This is an optimization exercise on Yosys and OpenROAD, whose aim is small area, not a production implementation.
Function was checked by simulation only, so behaviour that the tests miss may differ from the original.
Power and IR drop assume default switching activity.

### design/flow/flow/run.sh
#!/bin/bash
# Standard ORFS layout with smaller port buffers and a lighter clock tree.
set -euo pipefail
here=$(cd "$(dirname "$0")" && pwd)
source "$here/knobs.sh"
bash standard.sh > standard.log 2>&1
### design/flow/flow/knobs.sh
export BUFFER_PORTS_ARGS="-buffer_cell sky130_fd_sc_hd__buf_1"
export CTS_ARGS="-sink_clustering_enable -repair_clock_nets -buf_list {sky130_fd_sc_hd__clkbuf_16} -root_buf sky130_fd_sc_hd__clkbuf_16 -sink_clustering_buffer sky130_fd_sc_hd__clkbuf_16 -sink_clustering_size 30 -sink_clustering_max_diameter 60 -dont_use_dummy_load"
export PRE_IO_PLACEMENT_TCL="$here/pins.tcl"
export SKIP_REPAIR_TIE_FANOUT=1
export POST_FLOORPLAN_TCL="$here/ties.tcl"
### design/flow/flow/pins.tcl
# Each body bit's input and output pins side by side, so each bit's register
# sits next to its pins and the registers stay in one corner.
set bottom {}
set left {}
for {set i 0} {$i < 328} {incr i} {
  if {$i < 200} {
    lappend bottom "i_axi_rdata\[$i\]" "o_wqe\[$i\]"
  } else {
    lappend left "i_axi_rdata\[$i\]" "o_wqe\[$i\]"
  }
}
set_io_pin_constraint -group -order -pin_names $bottom -region bottom:*
set_io_pin_constraint -group -order -pin_names $left -region left:*
# the constant-zero pad of the written WQE together on the top edge
set pad {}
for {set i 332} {$i < 512} {incr i} { lappend pad "o_wqe\[$i\]" }
set_io_pin_constraint -group -order -pin_names $pad -region top:*
### design/flow/flow/ties.tcl
# The constant-zero outputs share tie cells in groups of consecutive bits
# (their pins sit side by side) instead of one tie cell per output.
set group_size 20
set block [ord::get_db_block]
set master [[ord::get_db] findMaster sky130_fd_sc_hd__conb_1]
set ties {}
foreach inst [$block getInsts] {
  if {[[$inst getMaster] getName] == "sky130_fd_sc_hd__conb_1"} { lappend ties $inst }
}
puts "ties.tcl: [llength $ties] tie cell(s) before regrouping"
set n_new 0
foreach tie $ties {
  set lo_net [[$tie findITerm LO] getNet]
  if {$lo_net == "NULL"} { continue }
  # loads keyed by the output port they lead to (through the synthesis buffer)
  set loads {}
  foreach it [$lo_net getITerms] {
    if {[$it isOutputSignal]} { continue }
    set key ""
    foreach o [[$it getInst] getITerms] {
      if {[$o isOutputSignal] && [$o getNet] != "NULL"} {
        foreach bt [[$o getNet] getBTerms] { set key [$bt getName] }
      }
    }
    if {[regexp {\[(\d+)\]} $key -> idx]} { lappend loads [list $idx $it] }
  }
  set loads [lsort -integer -index 0 $loads]
  set k 0
  for {set i $group_size} {$i < [llength $loads]} {incr i $group_size} {
    set inst [odb::dbInst_create $block $master "tie_lo_grp_[incr n_new]"]
    set net [odb::dbNet_create $block "tie_lo_grp_net_$n_new"]
    [$inst findITerm LO] connect $net
    foreach l [lrange $loads $i [expr {$i + $group_size - 1}]] {
      set it [lindex $l 1]
      $it disconnect
      $it connect $net
    }
  }
}
puts "ties.tcl: added $n_new tie cell(s)"
### design/flow/standard.sh
#!/bin/bash
# synth_recipe.tcl (not shown) runs the flow's synth.tcl, then flattens the netlist and writes it again
# the make line also repeats each setting of config.mk as NAME=value (left out here)
make -C /OpenROAD-flow-scripts/flow DESIGN_CONFIG=/design/flow/config.mk WORK_HOME=/design/flow/orfs CLKGATE_MAP_FILE= SYNTH_SCRIPT=/design/flow/synth_recipe.tcl "${@:-finish}"
### design/flow/config.mk
export PLATFORM = sky130hd
export DESIGN_NAME = wqe_fetch_top
export DESIGN_NICKNAME = wqe_fetch_top
export VERILOG_FILES = /design/flow/design.v
export SDC_FILE = /design/flow/constraint.sdc
export NUM_CORES = 4
export LEC_CHECK = 0
export CAP_MARGIN = 20
export CORE_AREA = 10 10 410 410
export DIE_AREA = 0 0 420 420
export SLEW_MARGIN = 20
### design/flow/constraint.sdc
create_clock -name core_clock -period 8.0 [get_ports {clk}]
set_input_delay 1.6000 -clock core_clock [delete_from_list [all_inputs] [get_ports {clk}]]
set_output_delay 1.6000 -clock core_clock [all_outputs]
set_load 0.01 [all_outputs]
### design/flow/design.v
`default_nettype none
package wqe_fetch_pkg;
    localparam int WQE_WIDTH  = 512;
    localparam int WQE_BYTES  = WQE_WIDTH / 8;
    localparam int ADDR_WIDTH = 32;
    localparam int QPID_LSB   = 328;
    localparam int QPID_WIDTH = 4;
    localparam int QPID_MSB   = QPID_LSB + QPID_WIDTH - 1;
    localparam int PAD_WIDTH  = WQE_WIDTH - QPID_MSB - 1;
    typedef logic [ADDR_WIDTH-1:0] addr_t;
    typedef union packed {
        logic [WQE_WIDTH-1:0] raw;
        struct packed {
            logic [PAD_WIDTH-1:0]  pad;
            logic [QPID_WIDTH-1:0] qpn;
            logic [QPID_LSB-1:0]   body;
        } f;
    } wqe_u;
endpackage
`default_nettype wire
`timescale 1ns/100ps
`default_nettype none
import wqe_fetch_pkg::*;
module wqe_fetch_top
#(
    parameter int MAX_QP   = 16,
    parameter int SQ_DEPTH = 4096
)(
    input  logic                  clk,
    input  logic                  rst_n,
    output logic                  o_fetch_ready,
    input  logic                  i_arbit_val,
    input  logic [QPID_WIDTH-1:0] i_qp_idx,
    input  logic [MAX_QP-1:0]     i_active,
    input  logic [MAX_QP-1:0]     i_wqe_cache_alfull,
    input  logic [ADDR_WIDTH-1:0] i_sq_base,
    output logic [ADDR_WIDTH-1:0] o_axi_araddr,
    output logic                  o_axi_arvalid,
    input  logic                  i_axi_arready,
    input  logic [WQE_WIDTH-1:0]  i_axi_rdata,
    input  logic                  i_axi_rvalid,
    output logic                  o_axi_rready,
    output logic                  o_wqe_cache_wr,
    output logic [WQE_WIDTH-1:0]  o_wqe,
    input  logic [MAX_QP-1:0]     i_wqe_cache_full
);
    localparam int PI_WIDTH = $clog2(SQ_DEPTH);
    localparam int WQE_LSB  = $clog2(WQE_BYTES);
    logic                  iss;      
    logic                  rdv;      
    logic                  busy;
    logic                  grant;
    logic                  push;
    logic                  req_ok;
    logic [QPID_WIDTH-1:0] qp_q;
    logic [QPID_LSB-1:0]   body_q;
    logic [PI_WIDTH-1:0]   pi [MAX_QP];
    logic [MAX_QP-1:0]     pi_ok;
    logic [PI_WIDTH-1:0]   pi_rd;
    logic [PI_WIDTH-1:0]   pi_cur;
    logic [MAX_QP-1:0]     qsel;     
    assign grant  = o_fetch_ready & i_arbit_val;
    assign push   = o_wqe_cache_wr & ~(|(qsel & i_wqe_cache_full));
    assign req_ok = (|i_active) & ~(&i_wqe_cache_alfull);
    assign busy   = iss | o_axi_arvalid | o_axi_rready | rdv | o_wqe_cache_wr;
    always_ff @(posedge clk or negedge rst_n)
    begin
        if (!rst_n)
        begin
            o_fetch_ready  <= 1'b0;
            iss            <= 1'b0;
            o_axi_arvalid  <= 1'b0;
            o_axi_rready   <= 1'b0;
            rdv            <= 1'b0;
            o_wqe_cache_wr <= 1'b0;
        end
        else
        begin
            o_fetch_ready  <= req_ok & ((~busy & ~grant) | push);
            iss            <= grant;
            o_axi_arvalid  <= iss | (o_axi_arvalid & ~i_axi_arready);
            o_axi_rready   <= (o_axi_arvalid & i_axi_arready) | (o_axi_rready & ~i_axi_rvalid);
            rdv            <= o_axi_rready & i_axi_rvalid;
            o_wqe_cache_wr <= rdv | (o_wqe_cache_wr & (|(qsel & i_wqe_cache_full)));
        end
    end
    always_ff @(posedge clk)
    begin
        if (o_fetch_ready)
            qp_q <= i_qp_idx;
    end
    always_ff @(posedge clk)
    begin
        body_q <= ({QPID_LSB{o_axi_rready}}          & i_axi_rdata[QPID_LSB-1:0])
                | ({QPID_LSB{rdv | o_wqe_cache_wr}} & body_q);
    end
    always_comb
    begin
        for (int q = 0; q < MAX_QP; q++)
            qsel[q] = (qp_q == QPID_WIDTH'(q));
    end
    always_comb
    begin
        pi_rd = '0;
        for (int q = 0; q < MAX_QP; q++)
            pi_rd = pi_rd | ({PI_WIDTH{qsel[q] & pi_ok[q]}} & pi[q]);
    end
    always_ff @(posedge clk)
    begin
        pi_cur <= pi_rd;
    end
    always_ff @(posedge clk or negedge rst_n)
    begin
        if (!rst_n)
            pi_ok <= '0;
        else
            pi_ok <= pi_ok | ({MAX_QP{rdv}} & qsel);
    end
    always_ff @(posedge clk)
    begin
        for (int q = 0; q < MAX_QP; q++)
            if (rdv & qsel[q])
                pi[q] <= pi_inc;
    end
    logic [PI_WIDTH-1:0] pi_inc;
    always_comb
    begin
        logic c;
        c = 1'b1;
        for (int i = 0; i < PI_WIDTH; i++)
        begin
            pi_inc[i] = pi_cur[i] ^ c;
            c         = pi_cur[i] & c;
        end
    end
    localparam int AW = ADDR_WIDTH - WQE_LSB;
    localparam int GK = 4;
    localparam int NG = (AW + GK - 1) / GK;
    logic [AW-1:0] add_a, add_b, add_p, add_s;
    logic [NG-1:0] grp_g, grp_p;
    logic [NG:0]   grp_c;
    logic          rc;
    assign add_a = i_sq_base[ADDR_WIDTH-1:WQE_LSB];
    assign add_b = {{(AW-QPID_WIDTH-PI_WIDTH){1'b0}}, qp_q, pi_cur};
    assign add_p = add_a ^ add_b;
    always_comb
    begin
        for (int g = 0; g < NG; g++)
        begin
            grp_g[g] = 1'b0;
            grp_p[g] = 1'b1;
            for (int i = g * GK; i < (g + 1) * GK && i < AW; i++)
            begin
                grp_g[g] = (add_a[i] & add_b[i]) | (add_p[i] & grp_g[g]);
                grp_p[g] = grp_p[g] & add_p[i];
            end
        end
        begin
            logic [NG-1:0] pg, pp;
            pg = grp_g;
            pp = grp_p;
            for (int d = 1; d < NG; d = d * 2)
                for (int i = 2 * d - 1; i < NG; i = i + 2 * d)
                begin
                    pg[i] = pg[i] | (pp[i] & pg[i-d]);
                    pp[i] = pp[i] & pp[i-d];
                end
            for (int d = 8; d >= 1; d = d / 2)
                for (int i = 3 * d - 1; i < NG; i = i + 2 * d)
                begin
                    pg[i] = pg[i] | (pp[i] & pg[i-d]);
                    pp[i] = pp[i] & pp[i-d];
                end
            grp_c = {pg, 1'b0};
        end
        for (int g = 0; g < NG; g++)
        begin
            rc = grp_c[g];
            for (int i = g * GK; i < (g + 1) * GK && i < AW; i++)
            begin
                add_s[i] = add_p[i] ^ rc;
                rc = (add_a[i] & add_b[i]) | (add_p[i] & rc);
            end
        end
    end
    assign o_axi_araddr = {add_s, i_sq_base[WQE_LSB-1:0]};
    assign o_wqe = {{PAD_WIDTH{1'b0}}, qp_q, body_q};
endmodule
`default_nettype wire
==> summary.txt, run 1 <==
Least-Margin Pin Slew: 1087 ps
Clock Tree Root: clkbuf_16
Arr. time, crit path: 5220 ps
Synth top cells by count: dfxtp_1, a22o_1, edfxtp_1, buf_4, a22oi_1
Buf/Inv on CP: 3
Routability Congestion: 0.7656
Die W: 420 µm
endpoint class of the critical path: output pin
post-detail-place hpwl: 49,030 µm
Die Ht: 420 µm
Flop pwr share: 48.3%
GRT Util Overall: 7.092%
via count: 13,920
top post-synthesis cells by area: dfxtp_1, edfxtp_1, a22o_1, buf_4, a22oi_1
logic gate share of total power: 30.7%
IO Port Bufs: 772
number of synthesized flops with an enable pin: 196
setup TNS: 0 ps
worst min-delay path class: reg2reg
synthesized area: 0.02048 mm²
first-pass GRT wire length: 94,810 µm
Critical Path RT: 6400 ps
num ports: 1,149
kind of cell adding the most delay to the critical path: adder cells
Pins Over Slew Limit: 0
drt wl/cell: 16.21 µm
antenna viol nets, final: 0
Worst Skew: 97.54 ps
Int Power: 5.594 mW
most frequent cell after synthesis: dfxtp_1
RSZ-0062 raised after global routing: no
Initial Util: 12.90%
top cell type's share of synthesized area: 33.23%
DRT Wirelength: 66,820 µm
DR iter-0 viols: 733
synth warn: 2
max_cap viols: 0
Pleak: 8.676 nW
slowest cell on the critical path: fa_1
Pwr Density: 340.1 mW/mm²
Clock transition at path regs: 90 ps
leading area contributor after synthesis: dfxtp_1
core area: 0.1587 mm²
vias in the first global route: 14,810
clock latency on the worst-skew pair: 600 ps
vias per cell: 3.377
FFs w/ async S/R, synth: 3.943%
Post-Synthesis Cells: 1,501
initial antenna violation count: 11
clock group share of total power: 21.0%
clock buffer depth: 3
CTS resizes: 0
final worst-path cycle share: 85.30%
total congestion overflow: 0
Max Fclk: 146.6 MHz
Antenna diodes: 0
Slew HR: 27.47%
synthesized area per cell: 13.64 µm²
Seq/Total Area, Yosys: 64.66%
VDD IR max: 0.3499 mV
Hold Buf Count CTS: 0
Post-synth top flop: dfxtp_1
sw frac: 35.08%
Tmin final: 6824 ps
Synth Register Bits: 558
post-synthesis cell type count: 51
Layout Nets: 2,695
# setup viols final: 0
status: timing/DRC/antenna clean
DRC: 0
CTS Buf Count: 40
CTS tree: yes
share of cells above drive strength 1: 5.073%
Critical Path Source Type: input pin
worst-path maximum fanout: 2
CP Cell Sequence: buf_1 -> ha_1 -> fa_1 -> fa_1 -> inv_1 -> fa_1 -> nor2b_1 -> o21ai_0 -> a21oi_1 -> nor2_1 -> o21bai_1 -> fa_1 -> fa_1 -> fa_1 -> xor2_1 -> buf_1
syn_nets: 2,144
area grow syn2layout: 23.73%
filler cell count: 17,630
Switch Pwr: 3.024 mW
largest net degree at the start of global routing: 199
die area: 0.1764 mm²
critical path type: in2out
depth of the CTS H-tree: 2
Pre-antenna DRT Iters: 7
Hold Fails Final Rpt: 0
Most common cell on crit path: fa_1
CTS Sinks: 558
Site Rows: 146
Layout Utilization: 15.96%
max incr delay on CP: 410 ps
# Post-CTS Setup Buffers: 0
-- metrics by stage --
stage / cell area, µm² / instances / hold WS (ps) / total power [mW] / worst slack, ps
4_1_cts: 25330 / 4121 / 459.9 / 8.759 / 1111
6_report: 25340 / 4122 / 457.1 / 8.618 / 1176
3_5_place_dp: 24320 / 4081 / 446.1 / 6.904 / 1097
5_1_grt: 25340 / 4122 / 475.2 / 9.120 / 937.3
3_3_place_gp: 24320 / 4081 / 443.0 / 6.858 / 1061
2_1_floorplan: 20480 / 1501 / 421.8 / 5.827 / 1760
-- state kept, by name, summed over array words and instances, names as in the netlist --
name	count
body_q	328
iss	1
o_axi_arvalid	1
o_axi_rready	1
o_fetch_ready	1
o_wqe_cache_wr	1
pi	192
pi_cur	12
pi_ok	16
qp_q	4
rdv	1
-- layout by cell type (no fill, tap or decap), types with 2 or more instances in the layout --
cell         n
buf_1      772
mux2_2       2
nor4_1       5
dfrtp_1     21
and4_1       7
buf_12       2
edfxtp_1   196
ha_1        30
o21ai_0      5
buf_4       10
nor2b_1      3
or3_1        2
xor2_1       7
and3_2       2
a221oi_1     7
or4_1        6
a21o_1       3
and3_1       9
or2_2       17
dfxtp_1    340
nand2_1     31
nor2b_4      2
inv_1       17
clkbuf_16   40
and2_1       3
a22o_1     336
nor2_1       4
and3_4       6
fa_1        12
nand4_1     16
conb_1       9
nand2b_1     2
a21oi_1     10
a22oi_1     82
nor2_2      15
-- cell type report --
cell class,count,area [µm²],share of cell area [%]
flip-flops and latches,558,13250,52.27
multi-input cells,650,5414,21.36
repair buffers,785,3024,11.93
well taps,2072,2592,10.23
clock buffers,40,1001,3.950
inverters,17,63.81,0.2518
-- cells by family (layout without fill, tap and decap cells) --
logic type,Yosys count,after routing,share of synthesized area (%)
flops,558,558,64.66
compound gates,451,451,18.51
buf+inv,301,842,9.274
simple gates,137,137,4.020
fa+ha+maj,42,42,3.006
xor+xnor,7,7,0.2994
mux,4,4,0.2138
other cells,1,9,0.01831
-- final timing paths --
check,start,slack (ps),cells after the start,endpoint
worst max register to register,pi_cur[0]$_DFF_P_,4430,11,pi[8][11]$_DFFE_PP_
max in group asynchronous,rst_n,6550,2,o_axi_rready$_DFF_PN0_
min in group asynchronous,rst_n,1090,2,pi_ok[0]$_DFF_PN0_
worst min-delay path,pi[0][4]$_DFFE_PP_,460,2,pi_cur[4]$_DFF_P_
worst min register to register,pi[0][4]$_DFFE_PP_,460,2,pi_cur[4]$_DFF_P_
worst max-delay path,i_sq_base[6],1180,16,o_axi_araddr[21]
-- layer usage --
layer,global-route usage (%),share of wire [%],wire (µm)
met1,7.498,36,24330
met2,13.07,52,34890
met4,2.890,3.9,2631
met5,0,0,0
met3,2.067,7.4,4974
-- power by group through the flow --
stage / Sequential [mW] / Combinational (mW) / Clock [mW]
2_1_floorplan: 4.44 / 1.39 / 0
3_3_place_gp: 4.19 / 2.66 / 0
3_5_place_dp: 4.20 / 2.70 / 0
4_1_cts: 4.17 / 2.71 / 1.89
5_1_grt: 4.25 / 2.90 / 1.98
6_report: 4.16 / 2.65 / 1.81
-- tightest hold or removal path, cell delays in order (launching register included) --
cell and delay, ps:
edfxtp_1 320, a221oi_1 80, nand4_1 80
==> inputs of run 2 (changes only) <==
==> design/flow/flow/knobs.sh (replaced) <==
export BUFFER_PORTS_ARGS="-buffer_cell sky130_fd_sc_hd__buf_1"
export CTS_ARGS="-sink_clustering_enable -repair_clock_nets -buf_list {sky130_fd_sc_hd__clkbuf_16} -root_buf sky130_fd_sc_hd__clkbuf_16 -sink_clustering_buffer sky130_fd_sc_hd__clkbuf_16 -sink_clustering_size 24 -sink_clustering_max_diameter 50 -dont_use_dummy_load"
export PRE_IO_PLACEMENT_TCL="$here/pins.tcl"
export SKIP_REPAIR_TIE_FANOUT=1
export POST_FLOORPLAN_TCL="$here/ties.tcl"
==> summary.txt, run 2 <==
number of placed instances, taps included: 4,081
DR iter-0 viols: 769
Site Rows: 146
CTS resizes: 0
Hold Fails Final Rpt: 0
Hold Crit Depth: 1
clock group share of total power: 23.2%
worst min-delay path class: reg2reg
Pwr Density: 346.3 mW/mm²
Critical Path Source Type: input pin
Die W: 420 µm
PnR Total Power: 8.862 mW
endpoint class of the critical path: output pin
CTS Buf Count: 50
leading cell type in the layout, fill and taps excluded: buf_1
Antenna diodes: 0
setup TNS: 0 ps
Layout Nets: 2,705
logic gate share of total power: 29.8%
Arr. time, crit path: 5210 ps
multi-input logic area: 0.005414 mm²
sw frac: 34.50%
Routability Congestion: 0.7656
area grow syn2layout: 24.96%
depth of the CTS H-tree: 2
leading area contributor after synthesis: dfxtp_1
Die Ht: 420 µm
syn_nets: 2,144
commonest non-fill, non-tap cells in the layout: buf_1, dfxtp_1, a22o_1, edfxtp_1, a22oi_1
RSZ-0062 raised after global routing: no
status: timing/DRC/antenna clean
die area: 0.1764 mm²
Slew HR: 27.11%
FFs w/ async S/R, synth: 3.943%
post-synthesis cell type count: 51
post-detail-place hpwl: 49,030 µm
initial antenna violation count: 11
Synth top cells by count: dfxtp_1, a22o_1, edfxtp_1, buf_4, a22oi_1
# setup viols final: 0
Seq/Total Area, Yosys: 64.66%
filler cell count: 17,600
Tmin final: 6808 ps
Post-Synthesis Cells: 1,501
clock buffer depth: 3
Post-synth top flop: dfxtp_1
Critical Path RT: 6400 ps
vias in the first global route: 14,940
IO Port Bufs: 772
Reg area: 0.01325 mm²
Pre-antenna DRT Iters: 5
Flop pwr share: 47.0%
DRT Wirelength: 66,760 µm
GRT Util Overall: 7.092%
critical path type: in2out
total congestion overflow: 0
Pleak: 8.799 nW
top cell type's share of synthesized area: 33.23%
core area: 0.1587 mm²
largest net degree at the start of global routing: 199
Hold Buf Count CTS: 0
DRC: 0
worst-path maximum fanout: 2
hold_ws: 461.2 ps
Clock Tree Root: clkbuf_16
Top Registers: body_q x328, pi x192, pi_ok x16
via count: 13,960
max reg flops: 328
Initial Util: 12.90%
Clock transition at path regs: 50 ps
VDD IR max: 0.3416 mV
Layout Utilization: 16.12%
# Post-CTS Setup Buffers: 0
Synth Register Bits: 558
Switch Pwr: 3.057 mW
synthesized area: 0.02048 mm²
synth warn: 2
clock latency on the worst-skew pair: 620 ps
num ports: 1,149
max_cap viols: 0
number of synthesized flops with an enable pin: 196
vias per cell: 3.378
Least-Margin Pin Slew: 1092 ps
Max Fclk: 146.9 MHz
Pins Over Slew Limit: 0
top post-synthesis cells by area: dfxtp_1, edfxtp_1, a22o_1, buf_4, a22oi_1
CTS Sinks: 558
Int Power: 5.805 mW
most frequent cell after synthesis: dfxtp_1
first-pass GRT wire length: 94,920 µm
share of cells above drive strength 1: 5.534%
synthesized area per cell: 13.64 µm²
CTS tree: yes
Final Non-Filler Cells: 4,132
worst r2r path cells: 11
final worst-path cycle share: 85.10%
Worst Skew: 88.72 ps
antenna viol nets, final: 0
drt wl/cell: 16.16 µm
largest register by flop count: body_q
## run 2: cell counts after synthesis
No cell type changed its count.
## run 2: path summary, 6_finish.rpt
kind	from	end	slack, ps
min in group asynchronous	rst_n	pi_ok[2]$_DFF_PN0_	1070
min	pi_ok[3]$_DFF_PN0_	pi_ok[3]$_DFF_PN0_	460
max reg2reg	pi_cur[0]$_DFF_P_	pi[9][11]$_DFFE_PP_	4430
max	i_sq_base[6]	o_axi_araddr[21]	1190
min reg2reg	pi_ok[3]$_DFF_PN0_	pi_ok[3]$_DFF_PN0_	460
max in group asynchronous	rst_n	o_axi_rready$_DFF_PN0_	6580
## run 2: worst max-delay path, cell delays in order
cell and delay, ps:
buf_1 100, ha_1 210, fa_1 410, fa_1 370, inv_1 180, fa_1 250
nor2b_1 60, o21ai_0 160, a21oi_1 100, nor2_1 180, o21bai_1 110, fa_1 390
fa_1 390, fa_1 380, xor2_1 140, buf_1 180
## run 2: per-layer routing
metal	vias up	routed length [µm]	global-route usage (%)
li1	6545	-	-
met2	640	34560	12.94
met3	125	5197	2.111
met4	0	2956	3.209
met1	6647	24050	7.452
met5	-	0	0
## run 2: power groups by stage
| stage | clock (mW) | combinational [mW] | sequential, mW |
|---|---|---|---|
| floorplan | 0 | 1.39 | 4.44 |
| global placement | 0 | 2.66 | 4.19 |
| detailed placement | 0 | 2.70 | 4.20 |
| CTS | 2.13 | 2.71 | 4.17 |
| global route | 2.22 | 2.90 | 4.25 |
| finish | 2.05 | 2.64 | 4.17 |
## run 2: cells by family after synthesis
family	after synthesis	share of synthesized area, %
AO/OA/AOI/OAI	451	18.51
XOR/XNOR	7	0.2994
adder cells (fa/ha/maj)	42	3.006
buffers and inverters	301	9.274
flip-flops	558	64.66
multiplexers	4	0.2138
other	1	0.01831
AND/OR/NAND/NOR	137	4.020
## run 2: layout make-up
| type | count | share of cell area, % |
|---|---|---|
| sequential | 558 | 51.76 |
| multi-input combinational | 650 | 21.15 |
| timing repair buffer | 785 | 11.82 |
| tap | 2072 | 10.13 |
| clock buffer | 50 | 4.889 |
| inverter | 17 | 0.2493 |
## run 2: stage by stage
| step | setup WS (ps) | area [µm²] |
|---|---|---|
| floorplan | 1760 | 20480 |
| global placement | 1061 | 24320 |
| detailed placement | 1097 | 24320 |
| CTS | 1111 | 25580 |
| global route | 937.3 | 25590 |
| finish | 1192 | 25590 |
==> inputs of run 3 (changes only) <==
==> design/flow/flow/knobs.sh (replaced) <==
export BUFFER_PORTS_ARGS="-buffer_cell sky130_fd_sc_hd__buf_1"
export CTS_ARGS="-sink_clustering_enable -repair_clock_nets -buf_list {sky130_fd_sc_hd__clkbuf_8} -root_buf sky130_fd_sc_hd__clkbuf_16 -sink_clustering_size 20 -sink_clustering_max_diameter 45 -dont_use_dummy_load"
export PRE_IO_PLACEMENT_TCL="$here/pins.tcl"
export SKIP_REPAIR_TIE_FANOUT=1
export POST_FLOORPLAN_TCL="$here/ties.tcl"
==> summary.txt, run 3 <==
status: timing/DRC/antenna clean
Slew HR: 27.90%
Layout Utilization: 15.89%
IO Port Bufs: 772
Post-synth top flop: dfxtp_1
commonest non-fill, non-tap cells in the layout: buf_1, dfxtp_1, a22o_1, edfxtp_1, a22oi_1
max incr delay on CP: 410 ps
Layout Nets: 2,714
setup TNS: 0 ps
# Post-CTS Setup Buffers: 0
Pre-antenna DRT Iters: 5
worst-path maximum fanout: 2
Post-Synthesis Cells: 1,501
CTS Sinks: 558
Final Non-Filler Cells: 4,144
fin area: 0.02522 mm²
Post-Synth Simple-Gate Area: 4.020%
Tmin final: 6816 ps
first-pass GRT wire length: 95,090 µm
largest register by flop count: body_q
clock latency on the worst-skew pair: 600 ps
total congestion overflow: 0
final worst-path cycle share: 85.21%
largest net degree at the start of global routing: 199
synth warn: 2
initial antenna violation count: 11
RSZ-0062 raised after global routing: no
syn_nets: 2,144
top cell type's share of synthesized area: 33.23%
num ports: 1,149
synthesized area per cell: 13.64 µm²
Max Fclk: 146.7 MHz
DRC: 0
most frequent cell after synthesis: dfxtp_1
Die W: 420 µm
Routability Congestion: 0.7656
Buf/Inv on CP: 3
number of placed instances, taps included: 4,081
core area: 0.1587 mm²
area grow syn2layout: 23.12%
vias per cell: 3.388
FFs w/ async S/R, synth: 3.943%
share of cells above drive strength 1: 5.945%
XOR/XNOR share of the synthesized area: 0.2993%
DR iter-0 viols: 784
Hold Fails Final Rpt: 0
Critical Path RT: 6400 ps
slowest cell on the critical path: fa_1
Pwr Density: 334.7 mW/mm²
endpoint class of the critical path: output pin
CTS resizes: 0
Synth Register Bits: 558
PnR Total Power: 8.441 mW
via count: 14,040
Placed Area: 0.02432 mm²
mux share of post-synthesis cell area: 0.2138%
max reg flops: 328
max_cap viols: 0
Arr. time, crit path: 5220 ps
Most common cell on crit path: fa_1
synthesized-area fraction occupied by adder cells: 3.006%
depth of the CTS H-tree: 2
CTS Buf Count: 59
Least-Margin Pin Slew: 1080 ps
Hold Buf Count CTS: 0
Site Rows: 146
CP Cell Sequence: buf_1 -> ha_1 -> fa_1 -> fa_1 -> inv_1 -> fa_1 -> nor2b_1 -> o21ai_0 -> a21oi_1 -> nor2_1 -> o21bai_1 -> fa_1 -> fa_1 -> fa_1 -> xor2_1 -> buf_1
Compound-Gate Fraction of Synth Area: 18.51%
largest family of logic cells by synthesized area: compound AO/OA/AOI/OAI gates
antenna viol nets, final: 0
Initial Util: 12.90%
kind of cell adding the most delay to the critical path: adder cells
GRT Util Overall: 7.098%
die area: 0.1764 mm²
DRT Wirelength: 66,890 µm
vias in the first global route: 14,980
leading cell type in the layout, fill and taps excluded: buf_1
top post-synthesis cells by area: dfxtp_1, edfxtp_1, a22o_1, buf_4, a22oi_1
Seq/Total Area, Yosys: 64.66%
post-detail-place hpwl: 49,030 µm
Top Registers: body_q x328, pi x192, pi_ok x16
R2R setup slack: 4450 ps
Synth top cells by count: dfxtp_1, a22o_1, edfxtp_1, buf_4, a22oi_1
number of synthesized flops with an enable pin: 196
Die Ht: 420 µm
Clock Tree Root: clkbuf_16
Pleak: 8.633 nW
clock buffer depth: 3
synthesized area: 0.02048 mm²
CTS tree: yes
leading area contributor after synthesis: dfxtp_1
worst min-delay path class: reg2reg
drt wl/cell: 16.14 µm
post-synthesis cell type count: 51
Critical Path Source Type: input pin
Worst Skew: 94.39 ps
Clock transition at path regs: 100 ps
critical path type: in2out
VDD IR max: 0.2720 mV
# setup viols final: 0
Pins Over Slew Limit: 0
## run 3: cell counts after synthesis
Identical to the previous run, type by type.
## run 3: final cells by class
type,instances,area [µm²]
fill,17630,133500
inverter,17,63.81
multi-input combinational,650,5414
antenna,3,7.507
timing repair buffer,785,3024
clock buffer,59,868.3
tap,2072,2592
sequential,558,13250
## run 3: kinds of logic after synthesis
logic type               after synthesis
AO/OA/AOI/OAI                        451
multiplexers                           4
buffers and inverters                301
other                                  1
flip-flops                           558
adder cells (fa/ha/maj)               42
AND/OR/NAND/NOR                      137
XOR/XNOR                               7
## run 3: power breakdown
| group | switching (mW) | total, mW | internal (mW) |
|---|---|---|---|
| Sequential | 0.382 | 4.16 | 3.78 |
| Combinational | 1.72 | 2.65 | 0.930 |
| Clock | 0.917 | 1.63 | 0.710 |
## run 3: per-stage QoR
step / hold WS, ps / setup slack [ps]
2_1_floorplan: 421.8 / 1760
3_3_place_gp: 443.0 / 1061
3_5_place_dp: 446.1 / 1097
4_1_cts: 462.5 / 1111
5_1_grt: 475.4 / 937.3
6_report: 455.2 / 1184
## run 3: worst reg2reg max path: stages, from the launching register on
cell	delay, ps
dfxtp_1	350
ha_1	250
ha_1	220
ha_1	200
ha_1	220
ha_1	200
ha_1	180
ha_1	200
ha_1	180
ha_1	200
ha_1	200
xor2_1	810
## run 3: path summary, 6_finish.rpt
kind | from | endpoint | cells after the start
max | i_sq_base[6] | o_axi_araddr[21] | 16
min reg2reg | pi[13][2]$_DFFE_PP_ | pi_cur[2]$_DFF_P_ | 3
min | pi[13][2]$_DFFE_PP_ | pi_cur[2]$_DFF_P_ | 3
max in group asynchronous | rst_n | o_axi_rready$_DFF_PN0_ | 2
max reg2reg | pi_cur[0]$_DFF_P_ | pi[0][11]$_DFFE_PP_ | 11
min in group asynchronous | rst_n | pi_ok[12]$_DFF_PN0_ | 2
## run 3: metal layers
layer | wire length (µm) | vias to the layer above | global-route usage, % | part of all wire (%)
li1 | - | 6566 | - | -
met1 | 24430 | 6722 | 7.487 | 37
met2 | 34490 | 609 | 12.98 | 52
met3 | 4890 | 144 | 2.104 | 7.3
met4 | 3083 | 0 | 3.102 | 4.6
met5 | 0 | - | 0 | 0
==> inputs of run 4 (changes only) <==
==> design/flow/flow/knobs.sh (replaced) <==
export BUFFER_PORTS_ARGS="-buffer_cell sky130_fd_sc_hd__buf_1"
export CTS_ARGS="-sink_clustering_enable -repair_clock_nets -buf_list {sky130_fd_sc_hd__clkbuf_8} -root_buf sky130_fd_sc_hd__clkbuf_16 -tree_buf sky130_fd_sc_hd__clkbuf_16 -sink_clustering_size 18 -sink_clustering_max_diameter 60 -dont_use_dummy_load"
export PRE_IO_PLACEMENT_TCL="$here/pins.tcl"
export SKIP_REPAIR_TIE_FANOUT=1
export POST_FLOORPLAN_TCL="$here/ties.tcl"
==> summary.txt, run 4 <==
via count: 13,850
CTS Sinks: 558
logic gate share of total power: 32.2%
worst min-delay path class: reg2reg
RSZ-0062 raised after global routing: no
Post-Synthesis Cells: 1,501
max_cap viols: 0
CTS resizes: 0
core area: 0.1587 mm²
depth of the CTS H-tree: 2
Routability Congestion: 0.7656
Clock transition at path regs: 100 ps
multi-input logic area: 0.005414 mm²
clock buffer depth: 3
setup TNS: 0 ps
leading area contributor after synthesis: dfxtp_1
Synth top cells by count: dfxtp_1, a22o_1, edfxtp_1, buf_4, a22oi_1
first-pass GRT wire length: 94,710 µm
Hold Fails Final Rpt: 0
synth warn: 2
Synth Register Bits: 558
Top Registers: body_q x328, pi x192, pi_ok x16
vias in the first global route: 14,850
endpoint class of the critical path: output pin
# Post-CTS Setup Buffers: 0
sw frac: 36.14%
Pwr Density: 329.0 mW/mm²
CTS tree: yes
number of synthesized flops with an enable pin: 196
Critical Path RT: 6400 ps
post-synthesis cell type count: 51
syn_nets: 2,144
DR iter-0 viols: 779
die area: 0.1764 mm²
max reg flops: 328
final worst-path cycle share: 85.37%
antenna viol nets, final: 0
top cell type's share of synthesized area: 33.23%
Hold Buf Count CTS: 0
Worst Skew: 86.33 ps
largest net degree at the start of global routing: 199
filler cell count: 17,660
vias per cell: 3.358
num ports: 1,149
Die W: 420 µm
Max Fclk: 146.4 MHz
Pleak: 8.518 nW
Pins Over Slew Limit: 0
synthesized area: 0.02048 mm²
Critical Path Source: i_sq_base[6]
clock group share of total power: 17.2%
drt wl/cell: 16.16 µm
Seq/Total Area, Yosys: 64.66%
Slew HR: 26.77%
largest register by flop count: body_q
Reg area: 0.01325 mm²
Antenna diodes: 0
Initial Util: 12.90%
Int Power: 5.250 mW
Flop pwr share: 50.6%
Site Rows: 146
Final Non-Filler Cells: 4,125
top post-synthesis cells by area: dfxtp_1, edfxtp_1, a22o_1, buf_4, a22oi_1
Tmin final: 6829 ps
initial antenna violation count: 11
critical path type: in2out
DRC: 0
FFs w/ async S/R, synth: 3.943%
area grow syn2layout: 22.01%
GRT Util Overall: 7.083%
CTS Buf Count: 43
worst-path maximum fanout: 2
Clock Tree Root: clkbuf_16
DRT Wirelength: 66,660 µm
Arr. time, crit path: 5230 ps
IO Port Bufs: 772
synthesized area per cell: 13.64 µm²
Least-Margin Pin Slew: 1098 ps
# setup viols final: 0
number of placed instances, taps included: 4,081
Die Ht: 420 µm
Pre-antenna DRT Iters: 5
clock latency on the worst-skew pair: 580 ps
reg-to-reg critical path startpoint: pi_cur[0]$_DFF_P_
status: timing/DRC/antenna clean
share of cells above drive strength 1: 5.212%
Switch Pwr: 2.971 mW
Layout Nets: 2,698
Post-synth top flop: dfxtp_1
most frequent cell after synthesis: dfxtp_1
VDD IR max: 0.3296 mV
leading cell type in the layout, fill and taps excluded: buf_1
total congestion overflow: 0
hold_sp: pi[13][2]$_DFFE_PP_
post-detail-place hpwl: 49,030 µm
Critical Path Source Type: input pin
commonest non-fill, non-tap cells in the layout: buf_1, dfxtp_1, a22o_1, edfxtp_1, a22oi_1
run 4: cell counts after synthesis:
No cell type changed its count.
run 4: per-stage QoR:
step / util (%) / setup WS, ps / instance area (µm²) / power, mW / hold slack [ps]
floorplan: - / 1760 / 20480 / 5.827 / 421.8
global placement: 15.32 / 1061 / 24320 / 6.858 / 443.0
detailed placement: 15.32 / 1097 / 24320 / 6.904 / 446.1
CTS: 15.73 / 1111 / 24970 / 8.365 / 447.8
global route: 15.74 / 937.3 / 24990 / 8.723 / 480.9
finish: 15.74 / 1171 / 24990 / 8.222 / 459.5
run 4: power by group through the flow:
stage	clock, mW	combinational (mW)	sequential, mW
after detailed placement	0	2.70	4.20
after CTS	1.50	2.70	4.16
after global placement	0	2.66	4.19
after floorplan	0	1.39	4.44
after global routing	1.58	2.90	4.24
final	1.41	2.65	4.16
run 4: per-layer routing:
metal	routed length, µm	share of wire (%)	global-route usage [%]	up-vias
li1	-	-	-	6537
met1	24290	36	7.494	6583
met2	34750	52	13.03	615
met3	4980	7.5	2.085	116
met4	2647	4.0	2.884	0
met5	0	0	0	-
run 4: final timing paths:
kind                                     endpoint  slack, ps  cells after the start
min reg2reg                     pi_cur[2]$_DFF_P_        460                      3
min in group asynchronous     pi_ok[12]$_DFF_PN0_       1090                      2
min                             pi_cur[2]$_DFF_P_        460                      3
max reg2reg                   pi[8][11]$_DFFE_PP_       4400                     11
max                              o_axi_araddr[21]       1170                     16
max in group asynchronous  o_axi_rready$_DFF_PN0_       6530                      2
run 4: worst max-delay path, cell delays in order:
cell      delay [ps]
buf_1            100
ha_1             210
fa_1             410
fa_1             380
inv_1            180
fa_1             250
nor2b_1           60
o21ai_0          160
a21oi_1          100
nor2_1           180
o21bai_1         110
fa_1             390
fa_1             390
fa_1             380
xor2_1           140
buf_1            180
run 4: kinds of logic after synthesis:
family | synth area share (%)
buffers and inverters | 9.274
other | 0.01831
xor gates and xnor gates | 0.2994
DFF | 64.66
muxes | 0.2138
AOI/OAI and AO/OA | 18.51
adders and majority gates | 3.006
and+or+nand+nor | 4.020
run 4: final cells by class:
cell class                      instances  area share (%)
Sequential cell                       558           53.01
Multi-Input combinational cell        650           21.67
Timing Repair Buffer                  785           12.10
Tap cell                             2072           10.37
Clock buffer                           43           2.594
Inverter                               17          0.2554
==> inputs of run 5 (changes only) <==
--- a/design/flow/config.mk
+++ b/design/flow/config.mk
@@ -8,4 +8,5 @@
 export CAP_MARGIN = 20
 export CORE_AREA = 10 10 410 410
 export DIE_AREA = 0 0 420 420
+export PLACE_DENSITY = 0.45
 export SLEW_MARGIN = 20
==> summary.txt, run 5 <==
status: timing/DRC/antenna clean
syn_nets: 2,144
Die Ht: 420 µm
Site Rows: 146
FFs w/ async S/R, synth: 3.943%
Pre-antenna DRT Iters: 5
CTS Sinks: 558
number of synthesized flops with an enable pin: 196
Arr. time, crit path: 5400 ps
slowest cell on the critical path: fa_1
RSZ-0062 raised after global routing: no
max reg flops: 328
Seq/Total Area, Yosys: 64.66%
Critical Path RT: 6400 ps
Clock transition at path regs: 30 ps
worst-path maximum fanout: 2
vias in the first global route: 14,950
Die W: 420 µm
depth of the CTS H-tree: 2
Worst Skew: 103.3 ps
Hold Fails Final Rpt: 0
gr busiest metal: met2
first-pass GRT wire length: 98,450 µm
worst min-delay path class: reg2reg
largest register by flop count: body_q
synth warn: 2
die area: 0.1764 mm²
Buf/Inv on CP: 3
# setup viols final: 0
post-detail-place hpwl: 50,370 µm
Clock Tree Root: clkbuf_16
clock latency on the worst-skew pair: 630 ps
antenna viol nets, final: 0
max incr delay on CP: 450 ps
DRC: 0
kind of cell adding the most delay to the critical path: adder cells
share of cells above drive strength 1: 5.601%
VDD IR max: 0.1952 mV
top post-synthesis cells by area: dfxtp_1, edfxtp_1, a22o_1, buf_4, a22oi_1
Pwr Density: 333.3 mW/mm²
CP Cell Sequence: buf_1 -> ha_1 -> fa_1 -> fa_1 -> inv_1 -> fa_1 -> nor2b_1 -> o21ai_0 -> a21oi_1 -> nor2_1 -> o21bai_1 -> fa_1 -> fa_1 -> fa_1 -> xor2_1 -> buf_1
Slew HR: 27.77%
clock buffer depth: 3
top cell type's share of synthesized area: 33.23%
leading cell type in the layout, fill and taps excluded: buf_1
num ports: 1,149
initial antenna violation count: 3
Initial Util: 12.90%
Tmin final: 7000 ps
Post-Synthesis Cells: 1,501
DRT Wirelength: 69,190 µm
vias per cell: 3.327
total congestion overflow: 0
Critical Path Source Type: input pin
Max Fclk: 142.9 MHz
critical path type: in2out
Least-Margin Pin Slew: 1082 ps
Routability Congestion: 0.7779
# Post-CTS Setup Buffers: 0
endpoint class of the critical path: output pin
Pleak: 8.636 nW
Layout Utilization: 15.84%
multi-input logic area: 0.005384 mm²
core area: 0.1587 mm²
synthesized area per cell: 13.64 µm²
synthesized area: 0.02048 mm²
Reg area: 0.01325 mm²
met1 Use GR: 7.925%
GR Util met3: 2.206%
Synth Register Bits: 558
commonest non-fill, non-tap cells in the layout: buf_1, dfxtp_1, a22o_1, edfxtp_1, a22oi_1
final worst-path cycle share: 87.50%
Hold Buf Count CTS: 0
Post-synth top flop: dfxtp_1
post-synthesis cell type count: 51
setup TNS: 0 ps
max_cap viols: 0
Synth top cells by count: dfxtp_1, a22o_1, edfxtp_1, buf_4, a22oi_1
Layout Nets: 2,716
CTS Buf Count: 52
Top Registers: body_q x328, pi x192, pi_ok x16
CTS resizes: 0
met2 Use GR: 13.61%
CTS tree: yes
area grow syn2layout: 22.80%
via count: 13,790
Most common cell on crit path: fa_1
largest net degree at the start of global routing: 163
drt wl/cell: 16.70 µm
DR iter-0 viols: 661
leading area contributor after synthesis: dfxtp_1
Pins Over Slew Limit: 0
filler cell count: 17,730
GRT Util Overall: 7.401%
IO Port Bufs: 772
hold_ws: 458.7 ps
most frequent cell after synthesis: dfxtp_1
run 5: cell families after synthesis:
| group | count (synthesis) | share of synthesized area (%) |
|---|---|---|
| flops | 558 | 64.66 |
| compound gates | 451 | 18.51 |
| buf+inv | 301 | 9.274 |
| simple gates | 137 | 4.020 |
| fa+ha+maj | 42 | 3.006 |
| xor+xnor | 7 | 0.2994 |
| mux | 4 | 0.2138 |
| other cells | 1 | 0.01831 |
run 5: worst register-to-register path: stages, from the launching register on:
cell and delay [ps]:
dfxtp_1 360, ha_1 210, ha_1 190, ha_1 240, ha_1 210, ha_1 210
ha_1 190, ha_1 230, ha_1 200, ha_1 180, ha_1 180, xor2_1 840
run 5: path summary, 6_finish.rpt:
path	from	end	slack (ps)	depth (start not counted)
min in group asynchronous	rst_n	pi_ok[12]$_DFF_PN0_	990	1
setup / recovery	i_sq_base[6]	o_axi_araddr[21]	1000	16
hold reg to reg	body_q[70]$_DFF_P_	body_q[70]$_DFF_P_	460	1
hold / removal	body_q[70]$_DFF_P_	body_q[70]$_DFF_P_	460	1
max in group asynchronous	rst_n	o_axi_rready$_DFF_PN0_	6440	1
setup reg to reg	pi_cur[0]$_DFF_P_	pi[11][11]$_DFFE_PP_	4400	11
run 5: per-layer routing:
metal,share of wire [%],vias to the layer above,wire length (µm)
li1,-,6574,-
met4,3.3,0,2257
met3,7.4,92,5115
met5,0,-,0
met1,37,6598,25860
met2,52,525,35960
run 5: cell type report:
class | count | area share, %
sequential | 558 | 52.67
inverter | 17 | 0.2537
multi-input combinational | 650 | 21.41
antenna | 1 | 0.009950
tap | 2072 | 10.31
clock buffer | 52 | 3.069
timing repair buffer | 794 | 12.28
run 5: stage by stage:
step	area (µm²)	power, mW	setup slack (ps)	std cells
CTS	25150	8.569	892.8	4143
global route	25150	8.938	758.5	4143
detailed placement	24380	6.937	932.5	4091
finish	25150	8.382	999.8	4144
floorplan	20480	5.827	1760	1501
global placement	24380	6.929	815.8	4091
run 5: report_power, final:
group / switching, mW / internal (mW) / total, mW / leakage (nW)
Sequential: 0.368 / 3.78 / 4.15 / 4.88
Clock: 0.934 / 0.637 / 1.57 / 0.400
Combinational: 1.74 / 0.924 / 2.66 / 3.35
==> inputs of run 6 (changes only) <==
--- a/design/flow/config.mk
+++ b/design/flow/config.mk
@@ -8,5 +8,5 @@
 export CAP_MARGIN = 20
 export CORE_AREA = 10 10 410 410
 export DIE_AREA = 0 0 420 420
-export PLACE_DENSITY = 0.45
+export PLACE_DENSITY = 0.8
 export SLEW_MARGIN = 20
==> summary.txt, run 6 <==
status: timing/DRC/antenna clean
Clock Tree Root: clkbuf_16
worst-path maximum fanout: 2
Critical Path Source Type: input pin
Routability Congestion: 0.7907
top post-synthesis cells by area: dfxtp_1, edfxtp_1, a22o_1, buf_4, a22oi_1
VDD IR max: 0.3745 mV
Switch Pwr: 2.899 mW
CTS tree: yes
post-synthesis cell type count: 51
Die Ht: 420 µm
final worst-path cycle share: 83.59%
Critical Path RT: 6400 ps
synthesized area: 0.02048 mm²
logic gate share of total power: 31.5%
synth warn: 2
Hold Buf Count CTS: 0
Site Rows: 146
first-pass GRT wire length: 90,070 µm
DR iter-0 viols: 892
Pins Over Slew Limit: 0
Least-Margin Pin Slew: 1231 ps
Max Fclk: 149.5 MHz
# setup viols final: 0
pre-CTS setup slack: 1317 ps
Int Power: 5.221 mW
most frequent cell after synthesis: dfxtp_1
clock buffer depth: 3
share of cells above drive strength 1: 5.019%
Arr. time, crit path: 5090 ps
num ports: 1,149
filler cell count: 17,440
largest register by flop count: body_q
Pleak: 8.510 nW
max reg flops: 328
commonest non-fill, non-tap cells in the layout: buf_1, dfxtp_1, a22o_1, edfxtp_1, a22oi_1
setup TNS: 0 ps
number of placed instances, taps included: 4,083
synthesized area per cell: 13.64 µm²
initial antenna violation count: 11
depth of the CTS H-tree: 2
CTS resizes: 0
Pre-antenna DRT Iters: 5
area grow syn2layout: 21.88%
worst min-delay path class: reg2reg
IO Port Bufs: 772
Die W: 420 µm
Synth top cells by count: dfxtp_1, a22o_1, edfxtp_1, buf_4, a22oi_1
max_cap viols: 0
Flop pwr share: 51.5%
Hold Fails Final Rpt: 0
Worst Skew: 52.72 ps
Tmin final: 6687 ps
via count: 14,030
syn_nets: 2,144
clock group share of total power: 17.0%
core area: 0.1587 mm²
leading cell type in the layout, fill and taps excluded: buf_1
Slew HR: 17.90%
die area: 0.1764 mm²
Synth Register Bits: 558
Post-synth top flop: dfxtp_1
Top Registers: body_q x328, pi x192, pi_ok x16
number of synthesized flops with an enable pin: 196
sw frac: 35.71%
Layout Utilization: 15.72%
Final Non-Filler Cells: 4,126
Seq/Total Area, Yosys: 64.66%
# Post-CTS Setup Buffers: 0
CTS Buf Count: 41
endpoint class of the critical path: output pin
post-detail-place hpwl: 47,030 µm
critical path type: in2out
DRC: 0
Post-Synthesis Cells: 1,501
Layout Nets: 2,697
Final Worst Setup Slack: 1313 ps
drt wl/cell: 15.31 µm
R2R setup slack: 4480 ps
top cell type's share of synthesized area: 33.23%
largest net degree at the start of global routing: 234
total congestion overflow: 0
Initial Util: 12.90%
clock latency on the worst-skew pair: 550 ps
Clock transition at path regs: 100 ps
Pwr Density: 325.3 mW/mm²
antenna viol nets, final: 0
DRT Wirelength: 63,180 µm
CTS Sinks: 558
vias in the first global route: 15,070
leading area contributor after synthesis: dfxtp_1
vias per cell: 3.401
RSZ-0062 raised after global routing: no
FFs w/ async S/R, synth: 3.943%
GRT Util Overall: 6.655%
[run 6: cell counts after synthesis]
Identical to the previous run, type by type.
[run 6: metrics by stage]
| step | area [µm²] | hold slack (ps) | total power, mW |
|---|---|---|---|
| after floorplan | 20480 | 421.8 | 5.827 |
| after detailed placement | 24330 | 448.7 | 6.815 |
| after global placement | 24330 | 443.7 | 6.721 |
| after global routing | 24960 | 463.7 | 8.583 |
| after CTS | 24950 | 448.4 | 8.226 |
| final | 24960 | 442.8 | 8.120 |
[run 6: final timing paths]
| path | from | to | depth (start not counted) |
|---|---|---|---|
| max | i_sq_base[6] | o_axi_araddr[21] | 16 |
| min | pi[9][4]$_DFFE_PP_ | pi_cur[4]$_DFF_P_ | 2 |
| max reg2reg | pi_cur[0]$_DFF_P_ | pi[15][11]$_DFFE_PP_ | 11 |
| min reg2reg | pi[9][4]$_DFFE_PP_ | pi_cur[4]$_DFF_P_ | 2 |
| max in group asynchronous | rst_n | o_axi_rready$_DFF_PN0_ | 2 |
| min in group asynchronous | rst_n | pi_ok[12]$_DFF_PN0_ | 2 |
[run 6: final cells by class]
type	instances	area [µm²]	area share [%]
flip-flops and latches	558	13250	53.07
multi-input cells	650	5401	21.64
repair buffers	786	3032	12.15
well taps	2072	2592	10.39
clock buffers	41	620.6	2.486
inverters	17	63.81	0.2556
diodes	2	5.005	0.02005
[run 6: power by group through the flow]
| stage | clock (mW) | sequential, mW | combinational (mW) |
|---|---|---|---|
| 2_1_floorplan | 0 | 4.44 | 1.39 |
| 4_1_cts | 1.45 | 4.18 | 2.59 |
| 6_report | 1.38 | 4.18 | 2.56 |
| 5_1_grt | 1.54 | 4.26 | 2.79 |
| 3_5_place_dp | 0 | 4.22 | 2.60 |
| 3_3_place_gp | 0 | 4.20 | 2.52 |
[run 6: per-layer routing]
metal  part of all wire [%]  wire length, µm  global-route usage (%)
met1                     35            22200                   6.729
met2                     49            31090                   11.38
met3                    8.9             5623                   2.449
met4                    6.6             4189                   4.550
met5                   0.11               72                  0.2186
[run 6: kinds of logic (layout without fill, tap and decap cells)]
family	Yosys count	in the layout	synth area share (%)
AO/OA/AOI/OAI	451	451	18.51
XOR/XNOR	7	7	0.2994
buffers and inverters	301	844	9.274
other	1	11	0.01831
AND/OR/NAND/NOR	137	137	4.020
flip-flops	558	558	64.66
adder cells (fa/ha/maj)	42	42	3.006
multiplexers	4	4	0.2138
[run 6: critical path, cell delays in order]
cell      delay (ps)
buf_1             70
ha_1             200
fa_1             390
fa_1             370
inv_1             70
fa_1             230
nor2b_1           70
o21ai_0          160
a21oi_1          110
nor2_1           200
o21bai_1         120
fa_1             400
fa_1             400
fa_1             380
xor2_1           130
buf_1            180
==> inputs of run 7 (changes only) <==
--- a/design/flow/design.v
+++ b/design/flow/design.v
@@ -58,6 +58,7 @@
     logic [MAX_QP-1:0]     pi_ok;
     logic [PI_WIDTH-1:0]   pi_rd;
     logic [PI_WIDTH-1:0]   pi_cur;
+    logic                  ar_fire;
     logic [MAX_QP-1:0]     qsel;     
     assign grant  = o_fetch_ready & i_arbit_val;
     assign push   = o_wqe_cache_wr & ~(|(qsel & i_wqe_cache_full));
@@ -92,7 +93,8 @@
     always_ff @(posedge clk)
     begin
         body_q <= ({QPID_LSB{o_axi_rready}}          & i_axi_rdata[QPID_LSB-1:0])
-                | ({QPID_LSB{rdv | o_wqe_cache_wr}} & body_q);
+                | ({QPID_LSB{rdv | o_wqe_cache_wr}} & body_q)
+                | ({QPID_LSB{iss | o_axi_arvalid}}  & QPID_LSB'(pi_rd));
     end
     always_comb
     begin
@@ -105,21 +107,19 @@
         for (int q = 0; q < MAX_QP; q++)
             pi_rd = pi_rd | ({PI_WIDTH{qsel[q] & pi_ok[q]}} & pi[q]);
     end
-    always_ff @(posedge clk)
-    begin
-        pi_cur <= pi_rd;
-    end
+    assign pi_cur  = body_q[PI_WIDTH-1:0];
+    assign ar_fire = o_axi_arvalid & i_axi_arready;
     always_ff @(posedge clk or negedge rst_n)
     begin
         if (!rst_n)
             pi_ok <= '0;
         else
-            pi_ok <= pi_ok | ({MAX_QP{rdv}} & qsel);
+            pi_ok <= pi_ok | ({MAX_QP{ar_fire}} & qsel);
     end
     always_ff @(posedge clk)
     begin
         for (int q = 0; q < MAX_QP; q++)
-            if (rdv & qsel[q])
+            if (ar_fire & qsel[q])
                 pi[q] <= pi_inc;
     end
     logic [PI_WIDTH-1:0] pi_inc;
--- a/design/flow/config.mk
+++ b/design/flow/config.mk
@@ -8,5 +8,4 @@
 export CAP_MARGIN = 20
 export CORE_AREA = 10 10 410 410
 export DIE_AREA = 0 0 420 420
-export PLACE_DENSITY = 0.8
 export SLEW_MARGIN = 20
==> summary.txt, run 7 <==
Clock transition at path regs: 110 ps
Compound-Gate Fraction of Synth Area: 19.23%
multi-input logic area: 0.005493 mm²
synthesized area: 0.02020 mm²
largest family of logic cells by synthesized area: compound AO/OA/AOI/OAI gates
Synth Register Bits: 546
DRC: 0
post-synthesis cell type count: 50
Routability Congestion: 0.7867
synth warn: 2
Least-Margin Pin Slew: 1103 ps
Post-synth top flop: dfxtp_1
synthesized-area fraction occupied by adder cells: 3.047%
worst min-delay path class: reg2reg
Most common cell on crit path: fa_1
clock latency on the worst-skew pair: 620 ps
post-detail-place hpwl: 54,490 µm
status: timing/DRC/antenna clean
initial antenna violation count: 13
Worst Skew: 147.7 ps
max reg flops: 328
top post-synthesis cells by area: dfxtp_1, edfxtp_1, a22o_1, buf_4, dfrtp_1
CTS Buf Count: 42
IO Port Bufs: 772
Pins Over Slew Limit: 0
kind of cell adding the most delay to the critical path: adder cells
setup TNS: 0 ps
Pwr Density: 340.0 mW/mm²
clock buffer depth: 3
Tmin final: 6781 ps
drt wl/cell: 17.53 µm
vias in the first global route: 14,940
Hold Crit Depth: 1
Top Registers: body_q x328, pi x192, pi_ok x16
CTS Sinks: 546
Seq/Total Area, Yosys: 64.35%
GRT Util Overall: 7.649%
depth of the CTS H-tree: 2
filler cell count: 17,610
reg-to-reg critical path startpoint: body_q[1]$_DFF_P_
share of cells above drive strength 1: 5.017%
via count: 14,250
total congestion overflow: 0
leading area contributor after synthesis: dfxtp_1
Reg area: 0.01301 mm²
Initial Util: 12.73%
Hold Fails Final Rpt: 0
first-pass GRT wire length: 99,970 µm
# setup viols final: 0
DR iter-0 viols: 1,034
top cell type's share of synthesized area: 32.50%
largest register by flop count: body_q
critical path type: in2out
Buf/Inv on CP: 4
Critical Path Source: i_sq_base[6]
Critical Path Source Type: input pin
CTS resizes: 0
worst-path maximum fanout: 3
Max Fclk: 147.5 MHz
CTS tree: yes
Slew HR: 26.19%
R2R setup slack: 3980 ps
# Post-CTS Setup Buffers: 0
num ports: 1,149
number of synthesized flops with an enable pin: 196
Layout Nets: 2,698
final worst-path cycle share: 84.76%
hold_sp: pi_ok[5]$_DFF_PN0_
Placed Area: 0.02427 mm²
vias per cell: 3.451
slowest cell on the critical path: fa_1
fin area: 0.02491 mm²
endpoint class of the critical path: output pin
end of the worst hold path: pi_ok[5]$_DFF_PN0_
CP Cell Sequence: buf_1 -> ha_1 -> fa_1 -> fa_1 -> inv_1 -> fa_1 -> nand2b_1 -> a21oi_1 -> nor4_1 -> o21ai_1 -> buf_4 -> fa_1 -> fa_1 -> fa_1 -> xor2_1 -> buf_1
Hold Buf Count CTS: 0
reg-to-reg endpoint: pi[0][11]$_DFFE_PP_
VDD IR max: 0.2851 mV
largest net degree at the start of global routing: 200
area grow syn2layout: 23.31%
Post-Synthesis Cells: 1,489
Critical Path RT: 6400 ps
Arr. time, crit path: 5180 ps
worst r2r path cells: 11
FFs w/ async S/R, synth: 4.029%
XOR/XNOR share of the synthesized area: 0.3034%
commonest non-fill, non-tap cells in the layout: buf_1, a22o_1, dfxtp_1, edfxtp_1, a22oi_1
Synth top cells by count: a22o_1, dfxtp_1, edfxtp_1, buf_4, clkbuf_1
syn_nets: 2,132
leading cell type in the layout, fill and taps excluded: buf_1
RSZ-0062 raised after global routing: no
core area: 0.1587 mm²
Site Rows: 146
max incr delay on CP: 400 ps
Die Ht: 420 µm
DRT Wirelength: 72,380 µm
Post-Synth Simple-Gate Area: 3.809%
max_cap viols: 0
die area: 0.1764 mm²
synthesized area per cell: 13.57 µm²
mux share of post-synthesis cell area: 0.09908%
Final Non-Filler Cells: 4,130
antenna viol nets, final: 0
Clock Tree Root: clkbuf_16
Pre-antenna DRT Iters: 5
Pleak: 8.454 nW
number of placed instances, taps included: 4,083
most frequent cell after synthesis: a22o_1
Die W: 420 µm
## run 7: cells by family after synthesis
| group | after synthesis |
|---|---|
| mux | 2 |
| compound gates | 460 |
| buf+inv | 300 |
| simple gates | 131 |
| xor+xnor | 7 |
| other cells | 1 |
| flops | 546 |
| fa+ha+maj | 42 |
## run 7: cell type report
type	instances	area share (%)
multi-input combinational	651	22.05
clock buffer	42	2.546
antenna	5	0.05022
timing repair buffer	797	12.49
tap	2072	10.41
sequential	546	52.20
inverter	17	0.2561
## run 7: routing by layer
metal | up-vias | wire length (µm) | GRT usage, %
met5 | - | 0 | 0
met4 | 0 | 2529 | 2.754
met3 | 114 | 6453 | 2.460
met2 | 713 | 34710 | 12.68
met1 | 6847 | 28690 | 9.228
li1 | 6578 | - | -
## run 7: worst max-delay path by stage
stage | to | slack, ps | cells after the start
global route | o_axi_araddr[29] | 1010 | 18
CTS | o_axi_araddr[21] | 1200 | 16
floorplan | o_axi_araddr[21] | 1790 | 13
detailed placement | o_axi_araddr[21] | 1210 | 16
finish | o_axi_araddr[21] | 1220 | 16
global placement | o_axi_araddr[29] | 1200 | 18
## run 7: worst register-to-register path, stage by stage (launching register included)
cell and delay (ps):
dfxtp_1 610, ha_1 370, ha_1 180, ha_1 200
ha_1 210, ha_1 190, ha_1 180, ha_1 190
ha_1 190, ha_1 180, ha_1 190, xor2_1 850
## run 7: report_power, final
part / internal [mW] / total, mW / switching (mW)
clock network: 0.530 / 1.40 / 0.866
registers: 3.70 / 4.23 / 0.521
logic: 0.986 / 2.85 / 1.86
## run 7: through the flow
stage	hold slack [ps]	setup WS (ps)	power (mW)	utilization [%]
3_3_place_gp	442.6	1205	7.149	15.29
5_1_grt	482.1	1008	8.982	15.69
6_report	466.7	1219	8.472	15.69
3_5_place_dp	443.7	1212	7.199	15.29
4_1_cts	469.3	1198	8.617	15.69
2_1_floorplan	430.2	1790	5.832	-
==> inputs of run 8 (changes only) <==
--- a/design/flow/config.mk
+++ b/design/flow/config.mk
@@ -8,4 +8,6 @@
 export CAP_MARGIN = 20
 export CORE_AREA = 10 10 410 410
 export DIE_AREA = 0 0 420 420
+export GPL_TIMING_DRIVEN = 0
+export PLACE_DENSITY = 0.8
 export SLEW_MARGIN = 20
==> summary.txt, run 8 <==
CTS tree: yes
DRC: 0
post-synthesis cell type count: 50
synth warn: 2
# setup viols final: 0
GRT Util Overall: 7.708%
CTS Sinks: 546
mux share of post-synthesis cell area: 0.09908%
RSZ-0062 raised after global routing: no
endpoint class of the critical path: output pin
Post-Synth Simple-Gate Area: 3.809%
total congestion overflow: 0
core area: 0.1587 mm²
XOR/XNOR share of the synthesized area: 0.3034%
die area: 0.1764 mm²
CP Cell Sequence: buf_1 -> ha_1 -> fa_1 -> fa_1 -> inv_1 -> fa_1 -> nand2b_1 -> a21oi_1 -> nor4_1 -> o21ai_2 -> buf_6 -> fa_1 -> fa_1 -> fa_1 -> xor2_1 -> buf_1
largest net degree at the start of global routing: 21
Pleak: 9.580 nW
synthesized-area fraction occupied by adder cells: 3.047%
Synth Register Bits: 546
drt wl/cell: 17.03 µm
status: timing/DRC/antenna clean
post-detail-place hpwl: 61,120 µm
Most common cell on crit path: fa_1
critical path type: in2out
Hold Fails Final Rpt: 0
max incr delay on CP: 400 ps
Compound-Gate Fraction of Synth Area: 19.23%
Site Rows: 146
Critical Path RT: 6400 ps
Final Non-Filler Cells: 4,415
via count: 15,530
setup TNS: 0 ps
worst-path maximum fanout: 2
CTS resizes: 0
gr busiest metal: met2
FFs w/ async S/R, synth: 4.029%
slowest cell on the critical path: fa_1
Pwr Density: 324.1 mW/mm²
leading cell type in the layout, fill and taps excluded: buf_1
largest register by flop count: body_q
Least-Margin Pin Slew: 1160 ps
max_cap viols: 0
antenna viol nets, final: 0
Slew HR: 22.67%
area grow syn2layout: 32.10%
share of cells above drive strength 1: 12.93%
clock latency on the worst-skew pair: 590 ps
CTS Buf Count: 43
syn_nets: 2,132
Worst Skew: 98.29 ps
Pre-antenna DRT Iters: 5
initial antenna violation count: 18
Tmin final: 6747 ps
leading area contributor after synthesis: dfxtp_1
Layout Utilization: 16.81%
worst min-delay path class: reg2reg
met2 Use GR: 13.23%
depth of the CTS H-tree: 2
Max Fclk: 148.2 MHz
top post-synthesis cells by area: dfxtp_1, edfxtp_1, a22o_1, buf_4, dfrtp_1
final worst-path cycle share: 84.34%
PnR Total Power: 8.650 mW
Critical Path Source Type: input pin
first-pass GRT wire length: 101,900 µm
Die W: 420 µm
synthesized area: 0.02020 mm²
DRT Wirelength: 75,210 µm
met1 Use GR: 8.512%
vias in the first global route: 15,980
Pins Over Slew Limit: 0
synthesized area per cell: 13.57 µm²
max reg flops: 328
most frequent cell after synthesis: a22o_1
num ports: 1,149
vias per cell: 3.518
commonest non-fill, non-tap cells in the layout: buf_1, a22o_1, dfxtp_1, buf_4, edfxtp_1
Seq/Total Area, Yosys: 64.35%
Clock transition at path regs: 80 ps
Routability Congestion: 0.8215
VDD IR max: 0.2366 mV
GR Util met3: 2.530%
IO Port Bufs: 778
Post-synth top flop: dfxtp_1
Arr. time, crit path: 5150 ps
number of placed instances, taps included: 4,365
largest family of logic cells by synthesized area: compound AO/OA/AOI/OAI gates
Hold Buf Count CTS: 0
Top Registers: body_q x328, pi x192, pi_ok x16
Post-Synthesis Cells: 1,489
# Post-CTS Setup Buffers: 0
DR iter-0 viols: 1,258
Clock Tree Root: clkbuf_16
Initial Util: 12.73%
Layout Nets: 2,981
clock buffer depth: 3
top cell type's share of synthesized area: 32.50%
number of synthesized flops with an enable pin: 196
filler cell count: 17,360
Synth top cells by count: a22o_1, dfxtp_1, edfxtp_1, buf_4, clkbuf_1
Die Ht: 420 µm
-- run 8: area by class of cell --
cell class | count | area [µm²] | share of cell area, %
Multi-Input combinational cell | 651 | 5479 | 20.53
Buffer | 283 | 1784 | 6.685
Sequential cell | 546 | 13000 | 48.72
Clock buffer | 43 | 648.1 | 2.428
Tap cell | 2072 | 2592 | 9.713
Timing Repair Buffer | 796 | 3103 | 11.63
Antenna cell | 7 | 17.52 | 0.06563
Inverter | 17 | 63.81 | 0.2391
-- run 8: path summary, 6_finish.rpt --
check | start | end | slack, ps | depth (start not counted)
max in group asynchronous | rst_n | o_axi_arvalid$_DFF_PN0_ | 6700 | 2
hold reg to reg | body_q[281]$_DFF_P_ | body_q[281]$_DFF_P_ | 470 | 1
hold / removal | body_q[281]$_DFF_P_ | body_q[281]$_DFF_P_ | 470 | 1
min in group asynchronous | rst_n | o_fetch_ready$_DFF_PN0_ | 980 | 1
setup / recovery | i_sq_base[6] | o_axi_araddr[21] | 1250 | 16
setup reg to reg | body_q[0]$_DFF_P_ | pi[15][11]$_DFFE_PP_ | 4340 | 11
-- run 8: through the flow --
| step | area, µm² | setup WS [ps] | hold WS [ps] |
|---|---|---|---|
| floorplan | 20200 | 1790 | 430.2 |
| global placement | 25750 | 357.1 | 442.8 |
| detailed placement | 26020 | 1230 | 448.4 |
| CTS | 26660 | 1221 | 471.7 |
| global route | 26680 | 1023 | 490.4 |
| finish | 26690 | 1253 | 472.2 |
-- run 8: cells by family (layout without fill, tap and decap cells) --
| logic type | Yosys count | in the layout |
|---|---|---|
| other cells | 1 | 16 |
| simple gates | 131 | 131 |
| fa+ha+maj | 42 | 42 |
| xor+xnor | 7 | 7 |
| mux | 2 | 2 |
| flops | 546 | 546 |
| compound gates | 460 | 460 |
| buf+inv | 300 | 1139 |
-- run 8: routing by layer --
| metal | part of all wire, % | wire length, µm | up-vias |
|---|---|---|---|
| met2 | 49 | 37190 | 864 |
| met5 | 0.029 | 22 | - |
| met3 | 9.0 | 6750 | 151 |
| li1 | - | - | 7146 |
| met4 | 4.8 | 3594 | 4 |
| met1 | 37 | 27660 | 7368 |
-- run 8: worst max-delay path, delay by kind of cell --
family	cells	cell delay (ps)
compound gates	2	200
fa+ha+maj	7	2330
buf+inv	4	470
xor+xnor	1	150
simple gates	2	370
-- run 8: where the power goes --
group / internal, mW / leakage, nW / switching [mW] / total [mW]
logic: 1.07 / 4.47 / 1.90 / 2.97
registers: 3.70 / 4.78 / 0.578 / 4.28
clock network: 0.540 / 0.335 / 0.859 / 1.40

-- afterwards: timing with drivers on the ports --
The flow's constraints put no driver on any port. The routed layouts listed below were extracted and timed again, unchanged, in two steps. Step 1 assumes that a clkbuf_16 drives the clock port and a buf_2 every other input. Step 2 moves the port delays by t, midway between the first and last clock arrival at a register: inputs arrive t later, outputs are due t later. That takes back most of the time a late clock gives input paths. Slacks: ideal / step 1 / step 2; pairs: ideal / step 1.
run	t, ns	setup WS [ns]	worst setup path at the end
run 1	0.636	1.176 / 1.145 / 1.145	input to output
run 2	0.655	1.192 / 1.160 / 1.160	input to output
run 3	0.645	1.184 / 1.153 / 1.153	input to output
run 4	0.619	1.171 / 1.140 / 1.140	input to output
run 5	0.646	1.000 / 0.976 / 0.976	input to output
run 6	0.617	1.313 / 1.287 / 1.287	input to output
run 7	0.623	1.219 / 1.192 / 1.192	input to output
run 8	0.607	1.253 / 1.224 / 1.224	input to output
After both steps setup and hold are still met in every run listed. The setup slack of run 2, which loses most, moves by -0.032 ns with the drivers and by -0.032 ns with both steps.
